This is an optimization exercise on Yosys and OpenROAD, whose aim is small area, a short achievable clock period and few clock cycles, not a production implementation. The RTL was checked by simulation tests, not by an equivalence proof against the original design. Power figures rest on the tool's default switching activity, not on a simulated workload.

<file path="flow/design.v">
package sqe_pkg;
  typedef struct packed {
    logic [2:0]         operation;
    logic signed [31:0] push_value;
  } in_item_t;
  typedef struct packed {
    logic signed [31:0] result_value;
    logic [2:0]         status;
    logic               last;
  } out_item_t;
endpackage
module stack_queue_engine_top (
  input  logic               clk,
  input  logic               rst_n,
  input  logic               in_valid,
  output logic               in_ready,
  input  sqe_pkg::in_item_t  in_data,
  output logic               out_valid,
  input  logic               out_ready,
  output sqe_pkg::out_item_t out_data,
  input  logic               cfg_we,
  input  logic               cfg_wdata
);
  localparam int RING = 63;
  logic        mode_r;
  logic        in_ready_r;
  logic        cv;                  
  logic [2:0]  c_op;
  logic        c_q;                 
  logic [31:0] c_val;
  logic [31:0] head_r;              
  logic [31:0] ring [RING];         
  logic [5:0]  rtop;                
  logic [5:0]  rtail;               
  logic [6:0]  count;
  logic        dbusy;               
  logic [5:0]  dptr;
  logic [5:0]  dcnt;                
  logic        ov, sv;
  logic [35:0] od, sd;
  function automatic logic [5:0] inc63(input logic [5:0] p);
    inc63 = (p == 6'd62) ? 6'd0 : p + 6'd1;
  endfunction
  function automatic logic [5:0] dec63(input logic [5:0] p);
    dec63 = (p == 6'd0) ? 6'd62 : p - 6'd1;
  endfunction
  logic empty, full, short;
  assign empty = (count == 7'd0);
  assign full  = count[6];
  assign short = (count[6:1] == 6'd0);
  logic is_push, is_pop, is_swap, is_peek, is_dump;
  assign is_push = (c_op == 3'd0);
  assign is_pop  = (c_op == 3'd1);
  assign is_swap = (c_op == 3'd2);
  assign is_peek = (c_op == 3'd3);
  assign is_dump = (c_op == 3'd4);
  logic c_err, c_res;
  assign c_err = (is_push && full) || (is_pop && empty) || (is_swap && short) ||
                 (is_peek && empty);
  assign c_res = c_err || is_peek || (is_dump && !empty);
  logic room, ex;
  assign room = !sv || out_ready;
  assign ex   = cv && !dbusy && (!c_res || room);
  logic [5:0]  raddr;
  logic [31:0] rdata;
  assign raddr = dbusy ? dptr : rtop;
  assign rdata = ring[raddr];
  logic        we;
  logic [5:0]  waddr;
  logic [31:0] wdata;
  logic        qpush;
  assign qpush = c_q;
  assign we    = ex && !c_err && ((is_push && !empty) || is_swap);
  assign waddr = is_swap ? rtop : (qpush ? rtail : dec63(rtop));
  assign wdata = (is_push && qpush) ? c_val : head_r;
  always_ff @(posedge clk) begin
    for (int i = 0; i < RING; i++) begin
      if (we && waddr == 6'(i)) ring[i] <= wdata;
    end
  end
  always_ff @(posedge clk) begin
    if (ex && !c_err) begin
      if (is_push && (!qpush || empty)) head_r <= c_val;
      else if ((is_pop && !short) || is_swap) head_r <= rdata;
    end
  end
  always_ff @(posedge clk) begin
    if (!rst_n) begin
      rtop  <= 6'd0;
      rtail <= 6'd0;
      count <= 7'd0;
    end else if (ex && !c_err) begin
      if (is_push) begin
        count <= count + 7'd1;
        if (!empty) begin
          if (qpush) rtail <= inc63(rtail);
          else       rtop  <= dec63(rtop);
        end
      end else if (is_pop) begin
        count <= count - 7'd1;
        if (!short) rtop <= inc63(rtop);
      end
    end
  end
  logic emit;
  assign emit = dbusy && room;
  always_ff @(posedge clk) begin
    if (!rst_n) begin
      dbusy <= 1'b0;
    end else if (ex && is_dump && !empty) begin
      dbusy <= !short ? (count != 7'd1) : 1'b0;
      dptr  <= rtop;
      dcnt  <= 6'(count - 7'd1);
    end else if (emit) begin
      dbusy <= (dcnt != 6'd1);
      dptr  <= inc63(dptr);
      dcnt  <= dcnt - 6'd1;
    end
  end
  logic        push_v;
  logic [35:0] push_d;
  logic [2:0]  st;
  always_comb begin
    st = 3'd0;
    if (is_peek && empty)      st = 3'd1;
    else if (is_pop && empty)  st = 3'd2;
    else if (is_swap && short) st = 3'd3;
    else if (is_push && full)  st = 3'd4;
  end
  assign push_v = emit || (ex && c_res);
  always_comb begin
    if (dbusy)      push_d = {rdata, 3'd0, dcnt == 6'd1};
    else if (c_err) push_d = {32'd0, st, 1'b1};
    else            push_d = {head_r, 3'd0, is_peek || (count == 7'd1)};
  end
  logic o_free;
  assign o_free = !ov || out_ready;
  always_ff @(posedge clk) begin
    if (!rst_n) begin
      ov <= 1'b0;
      sv <= 1'b0;
    end else if (o_free) begin
      if (sv) begin
        ov <= 1'b1;
        sv <= push_v;
      end else begin
        ov <= push_v;
      end
    end else if (push_v) begin
      sv <= 1'b1;
    end
  end
  always_ff @(posedge clk) begin
    if (o_free) begin
      if (sv) od <= sd;
      else if (push_v) od <= push_d;
    end
    if (push_v && (sv || !o_free)) sd <= push_d;
  end
  logic acc, cv_nxt, dbusy_nxt, sv_nxt;
  assign acc = in_valid && in_ready_r && (in_data.operation <= 3'd4);
  assign cv_nxt = (cv && !ex) || acc;
  assign dbusy_nxt = (ex && is_dump && !short) ? 1'b1 :
                     (emit ? (dcnt != 6'd1) : dbusy);
  assign sv_nxt = o_free ? (sv && push_v) : (sv || push_v);
  always_ff @(posedge clk) begin
    if (!rst_n) begin
      mode_r     <= 1'b0;
      cv         <= 1'b0;
      in_ready_r <= 1'b1;
    end else begin
      if (cfg_we) mode_r <= cfg_wdata;
      cv         <= cv_nxt;
      in_ready_r <= !cv_nxt || (!dbusy_nxt && !sv_nxt);
    end
  end
  always_ff @(posedge clk) begin
    if (in_ready_r) begin
      c_op  <= in_data.operation;
      c_q   <= mode_r;
      c_val <= in_data.push_value;
    end
  end
  assign in_ready  = in_ready_r;
  assign out_valid = ov;
  assign out_data  = od;
endmodule
</file>
<file path="flow/run.sh">
#!/bin/bash
# synth_recipe.tcl (not shown) runs the flow's synth.tcl, then flattens the netlist and writes it again
# the make line also repeats each setting of config.mk as NAME=value (left out here)
make -C /OpenROAD-flow-scripts/flow DESIGN_CONFIG=/design/flow/config.mk WORK_HOME=/design/flow/orfs CLKGATE_MAP_FILE= SYNTH_SCRIPT=/design/flow/synth_recipe.tcl finish
</file>
<file path="flow/config.mk">
export PLATFORM = sky130hd
export DESIGN_NAME = stack_queue_engine_top
export DESIGN_NICKNAME = stack_queue_engine_top
export VERILOG_FILES = /design/flow/design.v
export SDC_FILE = /design/flow/constraint.sdc
export NUM_CORES = 4
export LEC_CHECK = 0
export CAP_MARGIN = 20
export CORE_MARGIN = 2
export CORE_UTILIZATION = 45
export SLEW_MARGIN = 20
</file>
<file path="flow/constraint.sdc">
create_clock -name core_clock -period 6.0 [get_ports {clk}]
set_input_delay 1.2000 -clock core_clock [delete_from_list [all_inputs] [get_ports {clk}]]
set_output_delay 1.2000 -clock core_clock [all_outputs]
set_load 0.01 [all_outputs]
</file>
==> impl_table.tex <==
\begin{tabular}{lr}
\hline
Metric & Value \\
\hline
\multicolumn{2}{l}{\textbf{Yosys}} \\
Area of the mapped netlist & 82900 µm² \\
Number of instances in the synthesized netlist & 4777 \\
Most area-consuming cells after synthesis & edfxtp\_1, a22oi\_1, a22o\_1, a221oi\_1, nand2\_1 \\
Post-synth ARST share & 0 \\
Top-count cell post-synth & edfxtp\_1 \\
Warning count from the yosys run & 2 \\
Most instantiated cells after synthesis & edfxtp\_1, a22oi\_1, a22o\_1, nand2\_1, a221oi\_1 \\
Top flip-flop cell by instance count after synthesis & edfxtp\_1 \\
FF+latch count, synth & 2193 \\
Number of flops mapped to enable cells by yosys & 2168 \\
Proportion of netlist area held by the largest area contributor & 0.785 \\
Distinct cells, synth & 76 \\
Nets in the synthesized netlist & 4831 \\
Average footprint of a synthesized cell & 17.4 µm² \\
Largest area contributor in the synthesized netlist & edfxtp\_1 \\
Sequential area share after synthesis & 0.791 \\
\multicolumn{2}{l}{\textbf{Critical path}} \\
Launching point of the worst reg2reg path & dbusy \\
Worst flop-to-flop path endpoint & od[21] \\
Maximum single-stage delay on the critical path & 830 ps \\
Worst Path Buf+Inv & 0 \\
Critical Path Fanout Max & 26 \\
Sequence of cells on the critical path & nand3b\_1 -> a22oi\_1 -> and2\_2 -> a221o\_1 -> a2111oi\_0 -> nand4\_1 -> nor3\_2 -> o31ai\_1 \\
Minimum setup slack among reg-to-reg paths & 510 ps \\
Type of destination of the critical path & flop \\
Critical Path Source Type & flop \\
Crit path max-delay cell type & nand3b\_1 \\
Kind of critical path & reg2reg \\
Crit path arrival time & 6100 ps \\
Cell type group with the largest total delay on the critical path & simple AND/OR/NAND/NOR gates \\
Required @ worst endpoint & 6610 ps \\
Count of cells along the worst register-to-register path & 8 \\
\multicolumn{2}{l}{\textbf{Power}} \\
Standby leakage power & 29.6 nW \\
VDD IR max & 0.000261 V \\
Power density of the placed cells & 320 nW/µm² \\
Net Sw Frac & 0.205 \\
Internal power summed over all cells & 0.0243 W \\
Sequential Power Share & 0.548 \\
Net switching component of the power & 0.00626 W \\
Comb pwr share & 0.013 \\
Clk pwr share & 0.439 \\
\multicolumn{2}{l}{\textbf{Floorplan}} \\
Die Width & 433 µm \\
Area of the core & 183000 µm² \\
Initial core utilization & 0.453 \\
Boundary Pins & 79 \\
Die ar. & 188000 µm² \\
Vertical die dimension & 433 µm \\
Number of rows in the core area & 157 \\
\multicolumn{2}{l}{\textbf{GRT}} \\
Antenna violations before repair & 22 \\
Global-route wire length before repair & 473000 µm \\
Total global routing overflow & 0 \\
Overall Global Routing Usage & 0.382 \\
Pin count of the biggest net entering global routing & 68 \\
Number of global-route vias before repair & 50900 \\
\multicolumn{2}{l}{\textbf{Placement}} \\
Number of input and output port buffers inserted & 78 \\
Worst slack after detailed placement & 839 ps \\
Final HPWL DP & 204000 µm \\
Placer's final routability congestion estimate & 0.958 \\
\multicolumn{2}{l}{\textbf{Drt}} \\
Iteration count of the initial detailed-routing pass & 10 \\
Antenna-violating nets left & 0 \\
Number of vias per cell after detailed routing & 7.31 \\
Wire length reported by the detailed router & 364000 µm \\
Routed wirelength normalized by instance count & 47.3 µm \\
Number of remaining DRC errors & 0 \\
1st-iter DRT viols & 12600 \\
Via count & 56200 \\
\multicolumn{2}{l}{\textbf{Cells and area}} \\
Net total in the final layout & 5080 \\
Area growth from synthesis to final layout & 15.0\% \\
Final core utilization & 0.521 \\
Fraction of final layout cells with drive strength greater than 1 & 0.143 \\
\multicolumn{2}{l}{\textbf{CTS}} \\
Setup Fix Bufs, Post-CTS & 0 \\
Clock insertion delay at the later pin of the skew report & 900 ps \\
Num CTS Buffers & 211 \\
Clock root buffer master & clkbuf\_16 \\
CTS H-tree lvls & 4 \\
Resize count post-CTS & 0 \\
Sinks on the clock net & 2193 \\
Clk buf depth & 3 \\
Hold-fix buffers at CTS & 0 \\
TritonCTS clock tree & yes \\
Clock-pin slew on the worst setup and hold paths & 60 ps \\
\multicolumn{2}{l}{\textbf{STA}} \\
Setup violators final & 0 \\
Max-Slew Margin vs Limit & 0.141 \\
Shortest clock period the worst path allows after layout & 5490 ps \\
Setup repair after global routing missed its margin & no \\
Fin Setup TNS & 0 ps \\
Highest clock rate & 182 MHz \\
Clock skew & 46.5 ps \\
Crit share post-route & 0.914 \\
Smallest setup slack after layout & 513 ps \\
Slew @ Worst Pin & 1290 ps \\
Endpoints failing hold & 0 \\
Slew Limit Fails & 0 \\
\multicolumn{2}{l}{\textbf{Hold path}} \\
Worst min-delay path class & reg2reg \\
Min-Delay Path Depth & 0 \\
Startpoint of the tightest hold check path & mode\_r \\
Terminating pin of the worst hold path & c\_q \\
\multicolumn{2}{l}{\textbf{Run}} \\
Max-cap violations & 0 \\
\multicolumn{2}{l}{\textbf{Outcome}} \\
Outcome & no timing/DRC/antenna violations \\
\hline
\end{tabular}
## power groups by stage
stage               clock network [W]  logic, W  registers [W]
floorplan                           0  0.000192         0.0171
global placement                    0  0.000380         0.0171
detailed placement                  0  0.000388         0.0171
CTS                            0.0134  0.000389         0.0167
global route                   0.0140  0.000421         0.0167
finish                         0.0134  0.000406         0.0167
## stage by stage
stage,power (W),cells,hold WS (ps),cell area [µm²]
global placement,0.0174,7274,468,88400
global route,0.0311,7670,488,95300
floorplan,0.0172,4777,408,82900
detailed placement,0.0175,7276,473,88400
finish,0.0305,7681,481,95400
CTS,0.0305,7668,494,95300
## routing by layer
metal / up-vias / wire (µm) / track usage
met5: - / 300 / 0
met2: 6088 / 152000 / 0.542
li1: 20600 / - / -
met1: 28200 / 121000 / 0.489
met3: 1293 / 63500 / 0.159
met4: 22 / 26400 / 0.226
## how the worst max path moves through the flow
stage / to / start / slack, ps / cells past startpoint
floorplan: ring[0][0] / count[3] / 1870 / 9
global placement: sd[9] / dbusy / 730 / 9
detailed placement: sd[31] / dbusy / 840 / 10
CTS: sd[31] / dbusy / 810 / 10
global route: od[21] / dbusy / 480 / 8
finish: od[21] / dbusy / 510 / 8
## flip-flops by register name, summed over array words and instances (netlist names), 3 cells and up
| register | flops |
|---|---|
| c_op | 3 |
| c_val | 32 |
| count | 7 |
| dcnt | 6 |
| dptr | 6 |
| head_r | 32 |
| od | 36 |
| ring | 2016 |
| rtail | 6 |
| rtop | 6 |
| sd | 36 |
## cells in the final DEF, fill, tap and decap left out, drive strengths merged, types with 63 or more instances in the layout
master            n
edfxtp         2168
a22oi           511
buf             285
clkbuf          261
a22o            241
nand2           222
a221oi          201
nor2            168
nand4           120
o31ai            97
clkinv           97
clkdlybuf4s50    78
nand3            71
o21ai            63
a21oi            63
## cell type report
type | count | area, µm²
Antenna cell | 12 | 30.0
Clock buffer | 261 | 5530
Clock inverter | 131 | 1340
Fill cell | 14700 | 87700
Inverter | 18 | 67.6
Multi-Input combinational cell | 2239 | 16500
Sequential cell | 2193 | 65600
Tap cell | 2464 | 3080
Timing Repair Buffer | 363 | 3230
## kinds of logic (layout without fill, tap and decap cells)
logic type	after synthesis	in the layout	synth area share
XOR/XNOR	23	23	0.00243
other	0	12	0
adder cells (fa/ha/maj)	13	13	0.00196
buffers and inverters	345	773	0.0180
AO/OA/AOI/OAI	1380	1380	0.131
AND/OR/NAND/NOR	773	773	0.0491
multiplexers	50	50	0.00664
flip-flops	2193	2193	0.791
Testbench counts, summed over its fixed seeds: cycles 37,870.

==> what the ideal ports hide <==
How much do the figures lean on ideal ports? The routed layout below was timed once more, with nothing changed but the port constraints. Step 1, drivers: a clkbuf_16 drives clk and a buf_2 each remaining input, both assumed. Step 2 also shifts input and output timing later by t, the mid clock arrival at the registers, as if the neighbouring blocks saw the same clock. Three values: ideal ports, drivers, drivers and shift; two values: the first two.
t (ns): 0.956
slack for setup (ns): 0.513 / 0.513 / 0.513
latest minus earliest clock arrival (ns): 0.050 / 0.050
After both steps this run still meets setup and hold. For this run, drivers alone change the setup slack by 0.000 ns; drivers and shift together by 0.000 ns.
